This design comes from an exercise in tuning for small area and a short achievable clock period on the open sky130 flow, not from production work.
The RTL was checked by simulation tests, not by an equivalence proof against the original design.

Setup of job 101:
## crc_unit
module crc_unit
(
  input  logic                     m,
  input  logic                     reset,
  input  logic                     wr,            
  input  logic                     rd,            
  input  crc_reg_pkg::reg_addr_t   addr,
  input  crc_data_pkg::crc_word_t  wdata,
  output crc_data_pkg::crc_word_t  rdata,
  output logic                     rdata_valid
);
export LEC_CHECK = 0
export CAP_MARGIN = 20
export CORE_MARGIN = 2
export CORE_UTILIZATION = 40
export PLACE_DENSITY = 0.6
export SLEW_MARGIN = 20
export SYNTH_HIERARCHICAL = 1
export SYNTH_MINIMUM_KEEP_SIZE = 0
create_clock -name core_clock -period 15.0 [get_ports {m}]
standard.sh (not shown) runs the stock make flow with config.mk's settings and CLKGATE_MAP_FILE= SYNTH_SCRIPT=/design/flow/synth_recipe.tcl, a recipe that flattens the netlist after the stock synthesis.
==> flow/flow/run.sh <==
#!/bin/bash
# Standard layout, with timing repair aimed well below the clock period so
# that the achieved period shrinks; constraints are left as given.
set -o pipefail
cat standard.sh > standard_copy.log
cat config.mk > config_copy.log
export SETUP_SLACK_MARGIN=7.5
export TNS_END_PERCENT=20
# port buffers: the smallest plain buffer, resized later where timing needs it
export BUFFER_PORTS_ARGS="-buffer_cell sky130_fd_sc_hd__buf_1"
bash standard.sh synth > synth.log 2>&1 || exit 1
bash standard.sh > finish.log 2>&1 || exit 1
The final layout from job 101, which completed every stage, passed the timing, design-rule and antenna checks at the end of the flow.
[inputs] job 102 vs job 101
- CORE_UTILIZATION: 40 -> 35
### Flow results
Job 102 completed every stage of the flow, and the final layout passed the timing, design-rule and antenna checks.
Relative to job 101, the met1 wire length measured on job 102 has decreased by a few percent.
Global-route usage came out lower on job 102 than on job 101.
Going from job 101 to job 102, the effective utilization at floorplan was found to have gone down by 5.2 points.


onyx:
crc_unit again, from the RTL that the note above started with.
clock: 15.0 ns
lec_check: 0
cap_margin: 20
core_margin: 2
core_utilization: 40
place_density: 0.6
slew_margin: 20
synth_hierarchical: 1
synth_minimum_keep_size: 0
==> flow/flow/run.sh <==
#!/bin/bash
# Standard layout, with timing repair aimed well below the clock period so
# that the achieved period shrinks; constraints are left as given.
set -o pipefail
cat standard.sh > standard_copy.log
cat config.mk > config_copy.log
export SETUP_SLACK_MARGIN=8
export TNS_END_PERCENT=20
# port buffers: the smallest plain buffer, resized later where timing needs it
export BUFFER_PORTS_ARGS="-buffer_cell sky130_fd_sc_hd__buf_1"
bash standard.sh synth > synth.log 2>&1 || exit 1
bash standard.sh > finish.log 2>&1 || exit 1
Input changes introduced in violet (baseline for comparison: onyx):
diff --git a/flow/flow/run.sh b/flow/flow/run.sh
--- a/flow/flow/run.sh
+++ b/flow/flow/run.sh
@@ -5,5 +5,5 @@
 cat standard.sh > standard_copy.log
 cat config.mk > config_copy.log
-export SETUP_SLACK_MARGIN=8
+export SETUP_SLACK_MARGIN=6.5
 export TNS_END_PERCENT=20
 # port buffers: the smallest plain buffer, resized later where timing needs it
==> comparison <==
- Compared with onyx, violet shows a lower post-CTS resize count.
- Number of nets in the layout: violet vs onyx down 111
- Detailed route wirelength on metal2 for violet: about 5.5% down relative to onyx
- The run showing the greater worst stage delay on the critical path is violet.
- Wire length of the first global-routing pass, violet and onyx: smaller value in violet
- The type of the worst setup path comes out in2reg in one run and reg2reg in the other, namely in violet and onyx respectively.
- Critical path arrival came out higher on violet than on onyx.
- For worst slack on hold paths, violet and onyx come out practically identical.
- Setup WNS onyx -> violet: worse
## Diff of input files: indigo against violet
diff --git a/flow/flow/run.sh b/flow/flow/run.sh
--- a/flow/flow/run.sh
+++ b/flow/flow/run.sh
@@ -5,5 +5,5 @@
 cat standard.sh > standard_copy.log
 cat config.mk > config_copy.log
-export SETUP_SLACK_MARGIN=6.5
+export SETUP_SLACK_MARGIN=10
 export TNS_END_PERCENT=20
 # port buffers: the smallest plain buffer, resized later where timing needs it
## What came out
Cmp violet and indigo / via density per instance / higher: indigo. Taking violet as the reference, in indigo final area shows an increase of 11%. wdata[1] as the critical path launch point was reported by indigo, and wdata[25] by violet. Relative to violet, number of buffer and inverter stages on the critical path increased by 3 in indigo. Routed wire in indigo totals more than in violet. Side by side, worst setup timing slack at the placement stage turned out higher in indigo than in violet. Number of buffers other than clock buffers in the final layout (lower): violet.
[inputs] amber vs indigo
Settings: CORE_UTILIZATION now 50, was 40; PLACE_DENSITY now 0.65, was 0.6.
diff --git a/flow/flow/run.sh b/flow/flow/run.sh
--- a/flow/flow/run.sh
+++ b/flow/flow/run.sh
@@ -5,5 +5,5 @@
 cat standard.sh > standard_copy.log
 cat config.mk > config_copy.log
-export SETUP_SLACK_MARGIN=10
+export SETUP_SLACK_MARGIN=8.5
 export TNS_END_PERCENT=20
 # port buffers: the smallest plain buffer, resized later where timing needs it
Compared with indigo, amber shows a lower global-route wire length before repair. Compared with indigo, in amber placed wire-length estimate has decreased, max-slew headroom at the worst pin has decreased, wire length has remained practically unchanged.


crc_unit again, from the RTL that the note above started with.
==> flow/config.mk <==
export PLATFORM = sky130hd
export DESIGN_NAME = crc_unit
export DESIGN_NICKNAME = crc_unit
export VERILOG_FILES = /design/flow/design.v
export SDC_FILE = /design/flow/constraint.sdc
export NUM_CORES = 4
export LEC_CHECK = 0
export CAP_MARGIN = 20
export CORE_MARGIN = 2
export CORE_UTILIZATION = 40
export PLACE_DENSITY = 0.6
export SLEW_MARGIN = 20
export SYNTH_HIERARCHICAL = 1
export SYNTH_MINIMUM_KEEP_SIZE = 0
==> flow/constraint.sdc <==
create_clock -name core_clock -period 15.0 [get_ports {m}]
set_input_delay 3.0000 -clock core_clock [delete_from_list [all_inputs] [get_ports {m}]]
set_output_delay 3.0000 -clock core_clock [all_outputs]
set_load 0.01 [all_outputs]
==> flow/flow/run.sh <==
#!/bin/bash
# Standard layout, with timing repair aimed well below the clock period so
# that the achieved period shrinks; constraints are left as given.
set -o pipefail
cat standard.sh > standard_copy.log
cat config.mk > config_copy.log
export SETUP_SLACK_MARGIN=7.5
export TNS_END_PERCENT=5
# port buffers: the smallest plain buffer, resized later where timing needs it
export BUFFER_PORTS_ARGS="-buffer_cell sky130_fd_sc_hd__buf_1"
bash standard.sh synth > synth.log 2>&1 || exit 1
bash standard.sh > finish.log 2>&1 || exit 1
The baseline completed with no timing, DRC or antenna violations.
Next try:
--- a/flow/flow/run.sh
+++ b/flow/flow/run.sh
@@ -7,2 +7,2 @@
-export SETUP_SLACK_MARGIN=7.5
-export TNS_END_PERCENT=5
+export SETUP_SLACK_MARGIN=7
+export TNS_END_PERCENT=20
After rerunning: Cell count hardly moves; setup slack got worse by 0.43 ns; core utilization decreases by 0.93 points; critical path depth decreases by 1; global-route usage decreases by 0.13 points; cell area decreases by 2.2%.

separate check: timing with driven ports:
How much do the figures lean on ideal ports? The routed layouts below were timed once more, with nothing changed but the port constraints. Step 1: set_driving_cell puts a clkbuf_16 on m and a buf_2 on each other input, an assumption about the parent block. Step 2, shift: input delay + t, output delay - t, t = (earliest + latest rising clock arrival at the registers) / 2. This alone moves slack from input paths to output paths. a / b / c = ideal ports / drivers / drivers and shift; a / b = the first two.
| run | shift t [ns] | setup slack, ns | worst setup path at the end | worst register clock-pin slew, ns | cell pins on the clock port's net |
|---|---|---|---|---|---|
| job 101 | 0.440 | 7.571 / 7.594 / 7.154 | input to register | 0.09 / 0.09 | 1 |
| job 102 | 0.446 | 7.522 / 7.556 / 7.110 | input to register | 0.09 / 0.09 | 1 |
| onyx | 0.443 | 7.666 / 7.666 / 7.261 | input to register | 0.09 / 0.09 | 1 |
| violet | 0.440 | 6.639 / 6.669 / 6.229 | input to register | 0.09 / 0.09 | 1 |
| indigo | 0.456 | 7.756 / 7.762 / 7.307 | input to register | 0.11 / 0.11 | 1 |
| amber | 0.451 | 7.477 / 7.477 / 7.198 | input to register | 0.10 / 0.10 | 1 |
| the first run of note 3 | 0.440 | 7.571 / 7.594 / 7.154 | input to register | 0.09 / 0.09 | 1 |
| the second run of note 3 | 0.443 | 7.140 / 7.168 / 6.725 | input to register | 0.09 / 0.09 | 1 |
After both steps every run listed still meets setup and hold. For indigo, which loses most, drivers alone change the setup slack by +0.006 ns; drivers and shift together by -0.449 ns.
